Source: an optimization exercise on an open RTL-to-GDS flow (aim: small area). Production flows keep margins and buffers that such runs may drop. Only simulation tests tie the RTL to the original design; equivalence was not proved. No activity file was given, so power comes from the tool's default toggle rates.

==> design.v <==
`timescale 1ns/10ps
`default_nettype none
module host_reg_decode (
    input  logic                           sys_clk,
    input  logic                           rst_n,
    input  logic                           bus_wr,
    input  logic                           bus_rd,
    input  logic [16-1:0]                          bus_addr,
    input  logic [32-1:0]                          bus_wdata,
    input  logic [32-1:0]                          gpio_out_rdata,
    input  logic [32-1:0]                          gpio_in_rdata,
    input  logic [2-1:0][32-1:0]     motor_rdata,
    output logic                           gpio_out_wr,
    output logic                           gpio_in_wr,
    output logic [2-1:0] motor_wr,
    output logic [3:0]                       reg_idx,
    output logic [32-1:0]                          wdata,
    output logic [32-1:0]                          bus_rdata,
    output logic                           rd_valid
);
    logic [7:0]                     blk;         
    logic                           hit_gpio_out;
    logic                           hit_gpio_in;
    logic [2-1:0] hit_motor;
    logic [32-1:0]                          rd_sel;
    assign blk          = bus_addr[15:8];
    assign hit_gpio_out = (blk == 8'h00);
    assign hit_gpio_in  = (blk == 8'h01);
    always_comb begin
        for (int m = 0; m < 2; m++) begin
            hit_motor[m] = (blk == 8'(8'h10 + m));
        end
    end
    assign gpio_out_wr = bus_wr && hit_gpio_out;
    assign gpio_in_wr  = bus_wr && hit_gpio_in;
    assign motor_wr    = {2{bus_wr}} & hit_motor;
    assign reg_idx     = bus_addr[3:0];
    assign wdata       = bus_wdata;
    always_comb begin
        rd_sel = '0;
        if (hit_gpio_out) begin
            rd_sel = gpio_out_rdata;
        end else if (hit_gpio_in) begin
            rd_sel = gpio_in_rdata;
        end
        for (int m = 0; m < 2; m++) begin
            if (hit_motor[m]) begin
                rd_sel = motor_rdata[m];
            end
        end
    end
    always_ff @(posedge sys_clk) begin
        if (bus_rd) begin
            bus_rdata <= rd_sel;     
        end
    end
    always_ff @(posedge sys_clk) begin
        if (!rst_n) begin
            rd_valid <= 1'b0;
        end else begin
            rd_valid <= bus_rd;
        end
    end
endmodule
`default_nettype wire
`timescale 1ns/10ps
`default_nettype none
module gpio_out_group (
    input  logic     sys_clk,
    input  logic     rst_n,
    input  logic     wr,
    input  logic [3:0] reg_idx,
    input  logic [32-1:0]    wdata,
    output logic [32-1:0]    rdata,
    output logic [32-1:0]    gpio_out
);
    logic [32-1:0] state;      
    logic [32-1:0] wr_mask;
    assign wr_mask = 32'(wdata);
    always_ff @(posedge sys_clk) begin
        if (!rst_n) begin
            state <= '0;
        end else if (wr) begin
            case (reg_idx)
                4'd0:    state <= wr_mask;               
                4'd1:    state <= state | wr_mask;       
                4'd2:    state <= state & ~wr_mask;      
                default: state <= state;
            endcase
        end
    end
    always_comb begin
        if (reg_idx <= 4'd2) begin
            rdata = 32'(state);
        end else begin
            rdata = '0;
        end
    end
    assign gpio_out = state;
endmodule
`default_nettype wire
`timescale 1ns/10ps
`default_nettype none
module gpio_in_group (
    input  logic     sys_clk,
    input  logic     rst_n,
    input  logic     wr,
    input  logic [3:0] reg_idx,
    input  logic [32-1:0]    wdata,
    input  logic [32-1:0]    gpio_in,
    output logic [32-1:0]    rdata
);
    logic [32-1:0] sync_q1;
    logic [32-1:0] sync_q2;
    logic [32-1:0] mode;         
    logic [32-1:0] sampled;
    always_ff @(posedge sys_clk) begin
        if (!rst_n) begin
            sync_q1 <= '0;
            sync_q2 <= '0;
        end else begin
            sync_q1 <= gpio_in;
            sync_q2 <= sync_q1;
        end
    end
    always_ff @(posedge sys_clk) begin
        if (!rst_n) begin
            mode <= '1;                  
        end else if (wr && reg_idx == 4'd0) begin
            mode <= 32'(wdata);
        end
    end
    always_ff @(posedge sys_clk) begin
        if (!rst_n) begin
            sampled <= '0;
        end else begin
            sampled <= (sampled & ~mode) | (sync_q2 & mode);
        end
    end
    always_comb begin
        case (reg_idx)
            4'd0:    rdata = 32'(mode);
            4'd1:    rdata = 32'(sampled);      
            default: rdata = '0;
        endcase
    end
endmodule
`default_nettype wire
`timescale 1ns/10ps
`default_nettype none
module step_pulse_gen (
    input  logic     sys_clk,
    input  logic     rst_n,
    input  logic     wr,
    input  logic [3:0] reg_idx,
    input  logic [32-1:0]    wdata,
    input  logic     motor_estop,
    output logic [32-1:0]    rdata,
    output logic     motor_enable,
    output logic     motor_dir,
    output logic     motor_pulse,
    output logic     motor_irq
);
    localparam logic [1:0] MOTOR_IDLE = 2'd0;
    localparam logic [1:0] MOTOR_HIGH = 2'd1;
    localparam logic [1:0] MOTOR_LOW  = 2'd2;
    logic         ctrl_en;
    logic         ctrl_dir;
    logic [16-1:0]      half_period;
    logic [16-1:0]    step_count;     
    logic         done;
    logic         estop_latched;
    logic [1:0] state;
    logic [16-1:0]      phase_cnt;      
    logic [16-1:0]    steps_left;
    logic [16-1:0]      hp_eff;
    logic         busy;
    logic         start;
    logic         stop;
    logic         disable_req;
    assign busy   = (state != MOTOR_IDLE);
    assign hp_eff = (half_period == '0) ? 16'(1) : half_period;    
    assign start = wr && reg_idx == 4'd2 && ctrl_en && state == MOTOR_IDLE
                   && 16'(wdata) != '0;
    assign stop        = motor_estop && busy;
    assign disable_req = wr && reg_idx == 4'd0 && !wdata[0] && busy;   
    always_ff @(posedge sys_clk) begin
        if (!rst_n) begin
            ctrl_en     <= 1'b0;
            ctrl_dir    <= 1'b0;
            half_period <= '0;
            step_count  <= '0;
        end else if (wr) begin
            case (reg_idx)
                4'd0: begin
                    ctrl_en  <= wdata[0];
                    ctrl_dir <= wdata[1];
                end
                4'd1:    half_period <= 16'(wdata);
                4'd2:    step_count  <= 16'(wdata);
                default: ;
            endcase
        end
    end
    always_ff @(posedge sys_clk) begin
        if (!rst_n) begin
            state         <= MOTOR_IDLE;
            motor_pulse   <= 1'b0;
            done          <= 1'b0;
            estop_latched <= 1'b0;
            phase_cnt     <= '0;
            steps_left    <= '0;
        end else begin
            if (wr && reg_idx == 4'd3) begin     
                done          <= 1'b0;
                estop_latched <= 1'b0;
            end
            if (stop) begin
                state         <= MOTOR_IDLE;
                motor_pulse   <= 1'b0;
                estop_latched <= 1'b1;           
            end else if (disable_req) begin
                state       <= MOTOR_IDLE;
                motor_pulse <= 1'b0;
            end else begin
                case (state)
                    MOTOR_IDLE: begin
                        if (start) begin
                            state       <= MOTOR_HIGH;
                            motor_pulse <= 1'b1;
                            done        <= 1'b0;
                            phase_cnt   <= hp_eff - 16'(1);
                            steps_left  <= 16'(wdata);
                        end
                    end
                    MOTOR_HIGH: begin
                        if (phase_cnt == '0) begin
                            state       <= MOTOR_LOW;
                            motor_pulse <= 1'b0;
                            phase_cnt   <= hp_eff - 16'(1);
                        end else begin
                            phase_cnt <= phase_cnt - 16'(1);
                        end
                    end
                    MOTOR_LOW: begin
                        if (phase_cnt != '0) begin
                            phase_cnt <= phase_cnt - 16'(1);
                        end else if (steps_left == 16'(1)) begin
                            state <= MOTOR_IDLE;         
                            done  <= 1'b1;
                        end else begin
                            state       <= MOTOR_HIGH;
                            motor_pulse <= 1'b1;
                            phase_cnt   <= hp_eff - 16'(1);
                            steps_left  <= steps_left - 16'(1);
                        end
                    end
                    default: state <= MOTOR_IDLE;
                endcase
            end
        end
    end
    always_comb begin
        case (reg_idx)
            4'd0:    rdata = 32'({ctrl_dir, ctrl_en});
            4'd1:    rdata = 32'(half_period);
            4'd2:    rdata = 32'(step_count);
            4'd3:    rdata = 32'({estop_latched, done, busy});
            default: rdata = '0;
        endcase
    end
    assign motor_enable = ctrl_en;
    assign motor_dir    = ctrl_dir;
    assign motor_irq    = done;
endmodule
`default_nettype wire
`timescale 1ns/10ps
`default_nettype none
module motion_ctrl_top (
    input  logic                           sys_clk,
    input  logic                           rst_n,
    input  logic                           bus_wr,
    input  logic                           bus_rd,
    input  logic [16-1:0]                          bus_addr,
    input  logic [32-1:0]                          bus_wdata,
    output logic [32-1:0]                          bus_rdata,
    output logic                           rd_valid,
    input  logic [32-1:0]                          gpio_in,
    output logic [32-1:0]                          gpio_out,
    input  logic [2-1:0] motor_estop,
    output logic [2-1:0] motor_enable,
    output logic [2-1:0] motor_dir,
    output logic [2-1:0] motor_pulse,
    output logic [2-1:0] motor_irq
);
    logic                           gpio_out_wr;
    logic                           gpio_in_wr;
    logic [2-1:0] motor_wr;
    logic [3:0]                       reg_idx;
    logic [32-1:0]                          wdata;
    logic [32-1:0]                          gpio_out_rdata;
    logic [32-1:0]                          gpio_in_rdata;
    logic [2-1:0][32-1:0] motor_rdata;
    host_reg_decode u_decode (
        .sys_clk        (sys_clk),
        .rst_n          (rst_n),
        .bus_wr         (bus_wr),
        .bus_rd         (bus_rd),
        .bus_addr       (bus_addr),
        .bus_wdata      (bus_wdata),
        .gpio_out_rdata (gpio_out_rdata),
        .gpio_in_rdata  (gpio_in_rdata),
        .motor_rdata    (motor_rdata),
        .gpio_out_wr    (gpio_out_wr),
        .gpio_in_wr     (gpio_in_wr),
        .motor_wr       (motor_wr),
        .reg_idx        (reg_idx),
        .wdata          (wdata),
        .bus_rdata      (bus_rdata),
        .rd_valid       (rd_valid)
    );
    gpio_out_group u_gpio_out (
        .sys_clk  (sys_clk),
        .rst_n    (rst_n),
        .wr       (gpio_out_wr),
        .reg_idx  (reg_idx),
        .wdata    (wdata),
        .rdata    (gpio_out_rdata),
        .gpio_out (gpio_out)
    );
    gpio_in_group u_gpio_in (
        .sys_clk (sys_clk),
        .rst_n   (rst_n),
        .wr      (gpio_in_wr),
        .reg_idx (reg_idx),
        .wdata   (wdata),
        .gpio_in (gpio_in),
        .rdata   (gpio_in_rdata)
    );
    for (genvar m = 0; m < 2; m++) begin : g_motor
        step_pulse_gen u_motor (
            .sys_clk      (sys_clk),
            .rst_n        (rst_n),
            .wr           (motor_wr[m]),
            .reg_idx      (reg_idx),
            .wdata        (wdata),
            .motor_estop  (motor_estop[m]),
            .rdata        (motor_rdata[m]),
            .motor_enable (motor_enable[m]),
            .motor_dir    (motor_dir[m]),
            .motor_pulse  (motor_pulse[m]),
            .motor_irq    (motor_irq[m])
        );
    end
endmodule
`default_nettype wire
==> run.sh <==
#!/bin/bash
# synth_recipe.tcl (not shown) runs the flow's synth.tcl, then flattens the netlist and writes it again
# the make line also repeats each setting of config.mk as NAME=value (left out here)
make -C /OpenROAD-flow-scripts/flow DESIGN_CONFIG=/design/flow/config.mk WORK_HOME=/design/flow/orfs CLKGATE_MAP_FILE= SYNTH_SCRIPT=/design/flow/synth_recipe.tcl finish
==> config.mk <==
export PLATFORM = sky130hd
export DESIGN_NAME = motion_ctrl_top
export DESIGN_NICKNAME = motion_ctrl_top
export VERILOG_FILES = /design/flow/design.v
export SDC_FILE = /design/flow/constraint.sdc
export NUM_CORES = 4
export LEC_CHECK = 0
export CAP_MARGIN = 20
export CORE_MARGIN = 2
export CORE_UTILIZATION = 40
export SLEW_MARGIN = 20
==> constraint.sdc <==
create_clock -name core_clock -period 5.0 [get_ports {sys_clk}]
set_input_delay 1.0000 -clock core_clock [delete_from_list [all_inputs] [get_ports {sys_clk}]]
set_output_delay 1.0000 -clock core_clock [all_outputs]
set_load 0.01 [all_outputs]
==> impl_metrics.toml <==
[sta]
slew_headroom_pct = 36.6
fin_worst_skew_ps = 12.9
worstMarginPinSlew_ps = 942
setup_viol = 0
fin_tns_setup_ps = 0
hold_viol = 0
rsz0062_at_grt = "false"
fmax_ghz = 0.279
min_period_ps = 3590
slew_violations = 0
period_share_pct = 71.7

[clock_network]
cts.path.max_buffers = 3
clk_latency_ps = 570
holdBufCountCts = 0
cts_resized = 0
postCtsSetupRepairBufs = 0
cts_tree = "built"
root_buffer = "clkbuf_16"
cts-buffers-inserted = 39
clkTransAtPathRegs_ps = 60
cts_max_level = 2
cts.sinks = 335

[floorplanning]
io_pins = 159
start_util_pct = 40.6
dieArea_um2 = 40800
coreArea_um2 = 38600
die_height_um = 202
die_w_um = 202
rows = 72

[global_routing]
grt_util_all_layers_pct = 24.6
grt_pass1_vias = 13500
antenna_found_initial = 0
overflow = 0
grt_pass1_wl_um = 78700
grt_start_max_net_pins = 77

[synthesis]
synth-xor-area-share_pct = 1.45
ys.flop_type = "dfxtp_1"
synth.distinct_cells = 90
synth_edf_count = 32
muxShareOfSynthArea_pct = 4.01
ys_top_cells_by_area = "dfxtp_1 (39%), nand2_1 (6.4%), edfxtp_1 (6.1%)"
ys_ff_latch = 335
avgSynthCellArea_um2 = 8.47
synthAdderAreaFrac_pct = 1.43
synthSimpleGateAreaFrac_pct = 22.4
synth_area_leader_cell = "dfxtp_1"
synth_nets = 1956
synth.top_cell.area_share_pct = 38.6
synthCells = 1852
synth_area_um2 = 15700
seq_area_frac_synth_pct = 44.8
synth_warnings = 4
async_flop_share_pct = 0
synth_top_family_by_area = "simple AND/OR/NAND/NOR gates"
synth_compound_area_share_pct = 20.9

[worst_hold_path]
hold_start = "u_gpio_in.sync_q1[20]"
hp-class = "reg -> reg"

[power]
power_density_nw_per_um2 = 323
power_switching_share_pct = 23.8
ir_worst_vdd_uv = 254
switchingPower_w = 0.00146
cell_internal_pwr_w = 0.00468
leakagePower_nw = 7.13
power_frac_seq_pct = 45.1
pwr-share-clk_pct = 47.8
comb_power_share_pct = 7.0

[layout]
multi_input_area_um2 = 7920
final_layout_size_suffix_gt1_share_pct = 8.54
seq_area_um2 = 7030
num_antenna_cells = 0
nets = 2054
fillers = 3685
final_area_um2 = 19000
area_delta_synth_final_pct = 21.2

[routing]
detail_route.iter0.violations = 1286
drt_wl_total_um = 51100
dr.pass1.iters = 7
drcViolationCount = 0
wl_per_cell_um = 20.5
ant_nets = 0
num_vias = 14400
viasPerCell = 5.76

[worst_setup_path]
r2r-start = "g_motor[0].u_motor.half_period[8]"
cp_slowest_cell = "nor4_1"
cp.buffers_inverters = 3
path_delay_family = "simple AND/OR/NAND/NOR gates"
crit_type = "in -> reg"
slowest_delay_ps = 700
crit_path_end_kind = "flip-flop"
crit_arrival_ps = 4040
worst_path_most_repeated_cell = "buf_4"
crit_chain = "clkdlybuf4s50_1 > nor4_1 > and4_1 > nor3_1 > buf_4 > o211ai_1 > buf_4 > nor2_1 > a221o_1"
startpoint_type = "input pin"
crit_start = "bus_wdata[8]"
crit_fanout = 19
cp_data_required_time_ps = 5450

[outcome]
status = "timing/DRC/antenna clean"

[place]
numPortBuffers = 154
place_congestion = 0.871
dpl-instance-area_um2 = 17700
place_hpwl_um = 35000

[run]
max_cap_viol_count = 0
## routing by layer
metal | track usage (%) | up-vias | wire (um)
li1 | - | 6855 | -
met1 | 33.8 | 6924 | 22800
met2 | 37.7 | 517 | 22700
met3 | 5.40 | 85 | 3920
met4 | 9.74 | 0 | 1700
met5 | 0 | - | 0
## cells in the mapped netlist, types with 25 or more instances
library cell,number
o21ai_0,80
nor4_1,25
nand3_1,76
nor3_1,34
nand2_1,266
dfxtp_1,303
clkbuf_1,126
a22oi_1,91
nor2_1,162
inv_1,42
a21oi_1,125
and2_1,73
mux2i_1,46
edfxtp_1,32
## cell type report
cell class | instances | share of cell area [%]
Multi-Input combinational cell | 1322 | 41.6
Sequential cell | 335 | 36.9
Timing Repair Buffer | 207 | 10.2
Clock buffer | 59 | 6.06
Clock inverter | 11 | 0.908
Inverter | 45 | 0.901
Tap cell | 518 | 3.41
## worst register-to-register path: stages, from the launching register on
cell and delay (ps):
dfxtp_1 380, nor4_1 640, nand4_1 440, nor4_1 290, nor2_1 110, ha_1 250
nor4b_1 220, nand2b_1 120, xnor2_1 120, nor2_1 70, a311o_1 340, o2bb2ai_1 130
## power by group through the flow
stage               Combinational (W)  Clock, W  Sequential, W
floorplan                    0.000223         0        0.00283
CTS                          0.000426   0.00299        0.00278
detailed placement           0.000423         0        0.00283
finish                       0.000431   0.00294        0.00278
global placement             0.000423         0        0.00283
global route                 0.000461   0.00311        0.00278
## registers in the layout, indices dropped and copies added, names as in the netlist, named ones only
name / cells
g_motor.u_motor.ctrl_dir: 2
g_motor.u_motor.ctrl_en: 2
g_motor.u_motor.done: 2
g_motor.u_motor.estop_latched: 2
g_motor.u_motor.half_period: 32
g_motor.u_motor.motor_pulse: 2
g_motor.u_motor.phase_cnt: 32
g_motor.u_motor.state: 4
g_motor.u_motor.step_count: 32
g_motor.u_motor.steps_left: 32
u_decode.bus_rdata: 32
u_decode.rd_valid: 1
u_gpio_in.mode: 32
u_gpio_in.sync_q1: 32
u_gpio_in.sync_q2: 32
u_gpio_out.state: 32
## stage by stage
step	total power [W]	cells	setup slack (ps)	utilization (%)	hold slack (ps)
2_1_floorplan	0.00306	1852	1890	-	412
3_3_place_gp	0.00326	2427	880	45.8	413
3_5_place_dp	0.00326	2427	874	45.8	417
4_1_cts	0.00619	2497	1470	49.2	427
5_1_grt	0.00635	2497	1310	49.2	439
6_report	0.00615	2497	1410	49.2	427
## path summary, 6_finish.rpt
path / end / slack (ps) / depth (start not counted)
setup reg to reg: g_motor[0].u_motor.phase_cnt[6] / 1810 / 11
setup / recovery: g_motor[0].u_motor.phase_cnt[15] / 1410 / 9
hold reg to reg: u_gpio_in.sync_q2[20] / 430 / 1
hold / removal: u_gpio_in.sync_q2[20] / 430 / 1
## cells by family after synthesis
| family | after synthesis |
|---|---|
| muxes | 57 |
| AOI/OAI and AO/OA | 485 |
| xor gates and xnor gates | 26 |
| adders and majority gates | 18 |
| DFF | 335 |
| and+or+nand+nor | 736 |
| buffers and inverters | 195 |
## cell usage in the layout, fill, tap and decap left out, types with 13 or more instances in the layout
| cell | synthesis | final |
|---|---|---|
| a21oi_1 | 125 | 124 |
| a22oi_1 | 91 | 91 |
| a31oi_1 | 20 | 20 |
| and2_1 | 73 | 72 |
| buf_4 | 9 | 54 |
| clkbuf_16 | 0 | 40 |
| clkdlybuf4s50_1 | 0 | 152 |
| dfxtp_1 | 303 | 303 |
| edfxtp_1 | 32 | 32 |
| ha_1 | 18 | 18 |
| inv_1 | 42 | 42 |
| mux2i_1 | 46 | 46 |
| nand2_1 | 266 | 266 |
| nand3_1 | 76 | 76 |
| nand4_1 | 20 | 20 |
| nor2_1 | 162 | 161 |
| nor3_1 | 34 | 34 |
| nor4_1 | 25 | 25 |
| o211ai_1 | 15 | 15 |
| o21ai_0 | 80 | 80 |
| o221ai_1 | 16 | 16 |
| o22ai_1 | 14 | 14 |
| o31ai_1 | 13 | 13 |
| or3_1 | 15 | 15 |
| xnor2_1 | 19 | 19 |

separate check: timing with driven ports:
The results above use ideal ports. As a check the final layout listed here was re-extracted and re-timed, cells and wires unchanged.
Step 1, drivers: a clkbuf_16 drives sys_clk and a buf_2 each remaining input, both assumed.
Step 2 moves the port delays by t, midway between the first and last clock arrival at a register: inputs arrive t later, outputs are due t later. That takes back most of the time a late clock gives input paths.
Three values: ideal ports, drivers, drivers and shift; two values: the first two.
shift t [ns]: 0.621
slack for setup (ns): 1.414 / 1.442 / 0.822
worst slew at a driven data input, ns: 0.07
After both steps setup and hold are still met in this run. For this run, drivers alone change the setup slack by +0.028 ns; drivers and shift together by -0.592 ns.
